From an optimization exercise on the open Yosys and OpenROAD flow, aimed at small area, a short achievable clock period and few clock cycles per item; shortcuts taken in it are not production practice.
In this exercise RTL edits were held to simulation tests only and were not proved equivalent to the original.

yarrow:
## md_lr_top
module md_lr_top (
  input  logic                         clk,
  input  logic                         rst,
  output logic                         pready,
  input  logic                         pvalid,
  input  logic [md_lr_pkg::PADDRW-1:0] paddr,
  input  md_lr_pkg::particle_t         pwdata,
  input  logic                         plast,
  input  logic                         fready,
  output logic                         fvalid,
  output logic [md_lr_pkg::PADDRW-1:0] faddr,
  output logic                         flast,
  output md_lr_pkg::force_t            fdata
);
Size: about 5400 cells after synthesis, ~84 I/O pins, roughly 0.056 mm^2 of cells after synthesis.
==> module md_lr_top, before the edit <==
module md_lr_top (
  input  logic                         clk,
  input  logic                         rst,
  output logic                         pready,
  input  logic                         pvalid,
  input  logic [md_lr_pkg::PADDRW-1:0] paddr,
  input  md_lr_pkg::particle_t         pwdata,
  input  logic                         plast,
  input  logic                         fready,
  output logic                         fvalid,
  output logic [md_lr_pkg::PADDRW-1:0] faddr,
  output logic                         flast,
  output md_lr_pkg::force_t            fdata
);
  localparam int NP = md_lr_pkg::MAXNUMP;
  localparam int AW = md_lr_pkg::PADDRW;
  localparam int QW = md_lr_pkg::QW;
  localparam int CW = 3 * md_lr_pkg::GADDRW;       
  localparam int PW = CW + QW;
  logic [PW-1:0] lb [NP];
  logic [AW-1:0] wp;                    
  logic [AW-1:0] rb;                    
  logic [AW:0]   used;                  
  logic [1:0]    dcnt;                  
  logic [AW-1:0] d0_b, d0_n, d1_b, d1_n;  
  logic [CW-1:0] cb_c [NP];             
  logic [QW-1:0] cb_q [NP];             
  logic [NP-1:0] cb_m;                  
  logic          q_pend;                
  logic [AW-1:0] q_n;                   
  logic          cb_valid;              
  logic [AW-1:0] cb_n;
  logic [AW-1:0] idx;                   
  logic [AW-1:0] sp;                    
  logic [CW-1:0] pos;                   
  logic          s1_v, s1_l;
  logic [AW-1:0] s1_a;
  logic [NP*9-1:0] s1_cls;
  logic          s2_v, s2_l;
  logic [AW-1:0] s2_a;
  logic          k_v, k_l;              
  logic [AW-1:0] k_a;
  logic [13:0]   k_x, k_y, k_z;
  logic          accept, f_free, s2_adv, s1_adv, issue, idx_last;
  logic          copy_c, copy_q, done;
  logic [AW:0]   used_nxt;
  logic [1:0]    dcnt_nxt;
  logic [AW-1:0] fr_n;                  
  logic [NP-1:0] mask;                  
  assign accept   = pvalid & pready;
  assign f_free   = ~fvalid | fready;
  assign issue    = cb_valid & s1_adv;
  logic          s1_v_n, s2_v_n, k_v_n, s2_adv_n;
  logic [AW-1:0] idx_n, cb_n_n;
  assign s1_v_n   = s1_adv ? issue : s1_v;
  assign s2_v_n   = s2_adv ? s1_v : s2_v;
  assign k_v_n    = ~f_free & (k_v | s2_v);
  assign s2_adv_n = ~s2_v_n | ~k_v_n;
  assign idx_n    = issue ? (idx_last ? '0 : idx + 1'b1) : idx;
  assign cb_n_n   = copy_c ? d0_n : cb_n;
  assign done     = accept & plast;     
  assign copy_c = (dcnt != 2'd0) & ~q_pend & (~cb_valid | (issue & idx_last));
  assign copy_q = (q_pend | (copy_c & ~issue)) & (~s1_v | s2_adv);
  assign fr_n   = q_pend ? q_n : d0_n;
  assign used_nxt = used + (AW+1)'(accept) - (copy_q ? (AW+1)'(fr_n) + 1'b1 : '0);
  assign dcnt_nxt = dcnt + 2'(done) - 2'(copy_c);
  for (genvar j = 0; j < NP; j++) begin : g_mask
    logic [AW-1:0] off;
    assign off     = AW'(j) - d0_b;
    assign mask[j] = (off <= d0_n);
  end
  always_ff @(posedge clk) begin
    if (rst) begin
      pready   <= 1'b1;
      wp       <= '0;
      rb       <= '0;
      used     <= '0;
      dcnt     <= '0;
      q_pend   <= 1'b0;
      cb_valid <= 1'b0;
      idx      <= '0;
      s1_v     <= 1'b0;
      s2_v     <= 1'b0;
      k_v      <= 1'b0;
      s1_adv   <= 1'b1;
      s2_adv   <= 1'b1;
      fvalid   <= 1'b0;
    end else begin
      pready   <= (used_nxt != (AW+1)'(NP)) & (dcnt_nxt != 2'd2);
      used     <= used_nxt;
      dcnt     <= dcnt_nxt;
      if (accept) begin
        wp <= wp + 1'b1;
      end
      if (done) begin
        rb <= wp + 1'b1;
      end
      q_pend   <= (q_pend | copy_c) & ~copy_q;
      cb_valid <= copy_c | (cb_valid & ~(issue & idx_last));
      idx      <= idx_n;
      s1_v     <= s1_v_n;
      s2_v     <= s2_v_n;
      s2_adv   <= s2_adv_n;
      s1_adv   <= ~s1_v_n | s2_adv_n;
      if (f_free) begin
        fvalid <= k_v | s2_v;
        k_v    <= 1'b0;
      end else if (!k_v) begin
        k_v    <= s2_v;
      end
    end
  end
  logic [CW-1:0] nxt;
  assign nxt = cb_c[sp + 1'b1];
  always_ff @(posedge clk) begin
    idx_last <= (idx_n == cb_n_n);
    for (int j = 0; j < NP; j++) begin
      if (accept && wp == AW'(j)) begin
        lb[j] <= pwdata;
      end
    end
    if (done && (dcnt == 2'd0 || (dcnt == 2'd1 && copy_c))) begin
      d0_b <= rb;
      d0_n <= paddr;
    end else if (copy_c) begin
      d0_b <= d1_b;
      d0_n <= d1_n;
    end
    if (done) begin
      d1_b <= rb;
      d1_n <= paddr;
    end
    if (copy_c) begin
      for (int j = 0; j < NP; j++) begin
        cb_c[j] <= lb[j][PW-1:QW];
      end
      cb_m <= mask;
      cb_n <= d0_n;
      q_n  <= d0_n;
      sp   <= d0_b;
      pos  <= lb[d0_b][PW-1:QW];
    end else if (issue) begin
      sp  <= sp + 1'b1;
      pos <= nxt;
    end
    if (copy_q) begin
      for (int j = 0; j < NP; j++) begin
        cb_q[j] <= lb[j][QW-1:0];
      end
    end
  end
  logic [NP*CW-1:0] cells;
  logic [NP*QW-1:0] charges;
  logic [NP*9-1:0]  cls;
  logic [13:0]      fx, fy, fz;
  for (genvar j = 0; j < NP; j++) begin : g_slot
    assign cells[j*CW +: CW]   = cb_c[j];
    assign charges[j*QW +: QW] = cb_q[j];
  end
  force_class u_class (
    .cells (cells),
    .valid (cb_m),
    .pos   (pos),
    .cls   (cls)
  );
  force_gather u_gather (
    .clk     (clk),
    .en      (s2_adv),
    .cls     (s1_cls),
    .charges (charges),
    .fx      (fx),
    .fy      (fy),
    .fz      (fz)
  );
  always_ff @(posedge clk) begin
    if (s1_adv) begin
      s1_l   <= idx_last;
      s1_a   <= idx;
      s1_cls <= cls;
    end
    if (s2_adv) begin
      s2_l <= s1_l;
      s2_a <= s1_a;
    end
    if (f_free) begin
      flast    <= k_v ? k_l : s2_l;
      faddr    <= k_v ? k_a : s2_a;
      fdata.fx <= 18'(signed'(k_v ? k_x : fx));
      fdata.fy <= 18'(signed'(k_v ? k_y : fy));
      fdata.fz <= 18'(signed'(k_v ? k_z : fz));
    end else if (!k_v) begin
      k_l <= s2_l;
      k_a <= s2_a;
      k_x <= fx;
      k_y <= fy;
      k_z <= fz;
    end
  end
endmodule
Settings: LEC_CHECK=0, ABC_AREA=1, CAP_MARGIN=50, CORE_MARGIN=2, CORE_UTILIZATION=40, SLEW_MARGIN=70; clock period 10.0 ns.
run.sh (not shown) runs the stock make flow with config.mk's settings and CLKGATE_MAP_FILE= SYNTH_SCRIPT=/design/flow/synth_recipe.tcl, a recipe that flattens the netlist after the stock synthesis.
yarrow went all the way through synthesis, placement and routing and the layout is clean on timing, DRC and antenna.
Testbench counts of yarrow, summed over its fixed seeds: cycles 1,462, items 1,214.
What xenon does differently from yarrow at the input level:
--- a/flow/design.v
+++ b/flow/design.v
@@ -1649,13 +1649,13 @@
   localparam int PW = CW + QW;
   logic [PW-1:0] lb [NP];
   logic [AW-1:0] wp;                    
   logic [AW-1:0] rb;                    
   logic [AW:0]   used;                  
   logic [1:0]    dcnt;                  
-  logic [AW-1:0] d0_b, d0_n, d1_b, d1_n;  
+  logic [AW-1:0] d0_b, d0_n, d1_b, d1_n, d2_b, d2_n;  
   logic [CW-1:0] cb_c [NP];             
   logic [QW-1:0] cb_q [NP];             
   logic [NP-1:0] cb_m;                  
   logic          q_pend;                
   logic [AW-1:0] q_n;                   
   logic          cb_valid;              
@@ -1691,12 +1691,19 @@
   assign done     = accept & plast;     
   assign copy_c = (dcnt != 2'd0) & ~q_pend & (~cb_valid | (issue & idx_last));
   assign copy_q = (q_pend | (copy_c & ~issue)) & (~s1_v | s2_adv);
   assign fr_n   = q_pend ? q_n : d0_n;
   assign used_nxt = used + (AW+1)'(accept) - (copy_q ? (AW+1)'(fr_n) + 1'b1 : '0);
   assign dcnt_nxt = dcnt + 2'(done) - 2'(copy_c);
+  logic          cb_valid_n, q_pend_n, issue_n, idx_last_n, copy_c_n, copy_q_n;
+  assign cb_valid_n = copy_c | (cb_valid & ~(issue & idx_last));
+  assign q_pend_n   = (q_pend | copy_c) & ~copy_q;
+  assign issue_n    = cb_valid_n & (~s1_v_n | s2_adv_n);
+  assign idx_last_n = (idx_n == cb_n_n);
+  assign copy_c_n   = (dcnt_nxt != 2'd0) & ~q_pend_n & (~cb_valid_n | (issue_n & idx_last_n));
+  assign copy_q_n   = (q_pend_n | (copy_c_n & ~issue_n)) & (~s1_v_n | s2_adv_n);
   for (genvar j = 0; j < NP; j++) begin : g_mask
     logic [AW-1:0] off;
     assign off     = AW'(j) - d0_b;
     assign mask[j] = (off <= d0_n);
   end
   always_ff @(posedge clk) begin
@@ -1713,23 +1720,23 @@
       s2_v     <= 1'b0;
       k_v      <= 1'b0;
       s1_adv   <= 1'b1;
       s2_adv   <= 1'b1;
       fvalid   <= 1'b0;
     end else begin
-      pready   <= (used_nxt != (AW+1)'(NP)) & (dcnt_nxt != 2'd2);
+      pready   <= (used_nxt != (AW+1)'(NP)) & (dcnt_nxt != 2'd3);
       used     <= used_nxt;
       dcnt     <= dcnt_nxt;
       if (accept) begin
         wp <= wp + 1'b1;
       end
       if (done) begin
         rb <= wp + 1'b1;
       end
-      q_pend   <= (q_pend | copy_c) & ~copy_q;
-      cb_valid <= copy_c | (cb_valid & ~(issue & idx_last));
+      q_pend   <= q_pend_n;
+      cb_valid <= cb_valid_n;
       idx      <= idx_n;
       s1_v     <= s1_v_n;
       s2_v     <= s2_v_n;
       s2_adv   <= s2_adv_n;
       s1_adv   <= ~s1_v_n | s2_adv_n;
       if (f_free) begin
@@ -1740,28 +1747,30 @@
       end
     end
   end
   logic [CW-1:0] nxt;
   assign nxt = cb_c[sp + 1'b1];
   always_ff @(posedge clk) begin
-    idx_last <= (idx_n == cb_n_n);
+    idx_last <= idx_last_n;
     for (int j = 0; j < NP; j++) begin
       if (accept && wp == AW'(j)) begin
         lb[j] <= pwdata;
       end
     end
-    if (done && (dcnt == 2'd0 || (dcnt == 2'd1 && copy_c))) begin
-      d0_b <= rb;
-      d0_n <= paddr;
-    end else if (copy_c) begin
+    if (copy_c) begin
       d0_b <= d1_b;
       d0_n <= d1_n;
+      d1_b <= d2_b;
+      d1_n <= d2_n;
     end
     if (done) begin
-      d1_b <= rb;
-      d1_n <= paddr;
+      case (dcnt - 2'(copy_c))
+        2'd0:    begin d0_b <= rb; d0_n <= paddr; end
+        2'd1:    begin d1_b <= rb; d1_n <= paddr; end
+        default: begin d2_b <= rb; d2_n <= paddr; end
+      endcase
     end
     if (copy_c) begin
       for (int j = 0; j < NP; j++) begin
         cb_c[j] <= lb[j][PW-1:QW];
       end
       cb_m <= mask;
Findings:
xenon went all the way through the flow, and no timing, DRC or antenna check failed. Side by side, number of ordinary and repair buffers in the finished layout turned out higher in xenon than in yarrow. In the tables for yarrow and xenon, layout-stage area growth over the synthesis result reads higher with xenon. xenon ended with less antenna diode instance count than yarrow. In the metrics for yarrow and xenon, the one carrying the lower minimum clock period after layout is xenon. Looking at timing startpoint of the critical path, the s1_cls[115] result is from xenon; the s1_cls[134] one comes from yarrow. For the final cell count, xenon came in 45 higher than yarrow did. yarrow fits on a die that is smaller than the die of xenon. Compared with yarrow, in xenon largest clock skew in the final design moved up. xenon vs yarrow: met1 routed wirelength after detailed routing up in xenon. Proportion of synthesized area in mux cells: yarrow vs xenon — no meaningful difference.
Testbench counts of xenon, summed over its fixed seeds: cycles 1,436, items 1,214.

==> afterwards: timing with drivers on the ports <==
Ports are ideal in the flow. The routed layouts listed here were re-timed in OpenROAD.
Step 1, drivers: a clkbuf_16 drives clk and a buf_2 each remaining input, both assumed.
Step 2 times the ports against the registers' clock, not the clock port: input delays grow and output delays shrink by t, the midpoint of the rising clock arrivals with the driver on.
Slacks: no drivers / after step 1 / after step 2; pairs: no drivers / after step 1.
| run | t (ns) | slack for setup (ns) | hold WS [ns] | clock arrival spread, ns | cell pins on the clock port's net |
|---|---|---|---|---|---|
| yarrow | 0.801 | 6.028 / 6.028 / 5.618 | 0.404 / 0.404 / 0.404 | 0.058 / 0.058 | 1 |
| xenon | 0.807 | 6.147 / 6.147 / 5.553 | 0.408 / 0.408 / 0.408 | 0.107 / 0.106 | 1 |
After both steps every run listed still meets setup and hold. The setup slack of xenon, which loses most, moves by 0.000 ns with the drivers and by -0.594 ns with both steps.
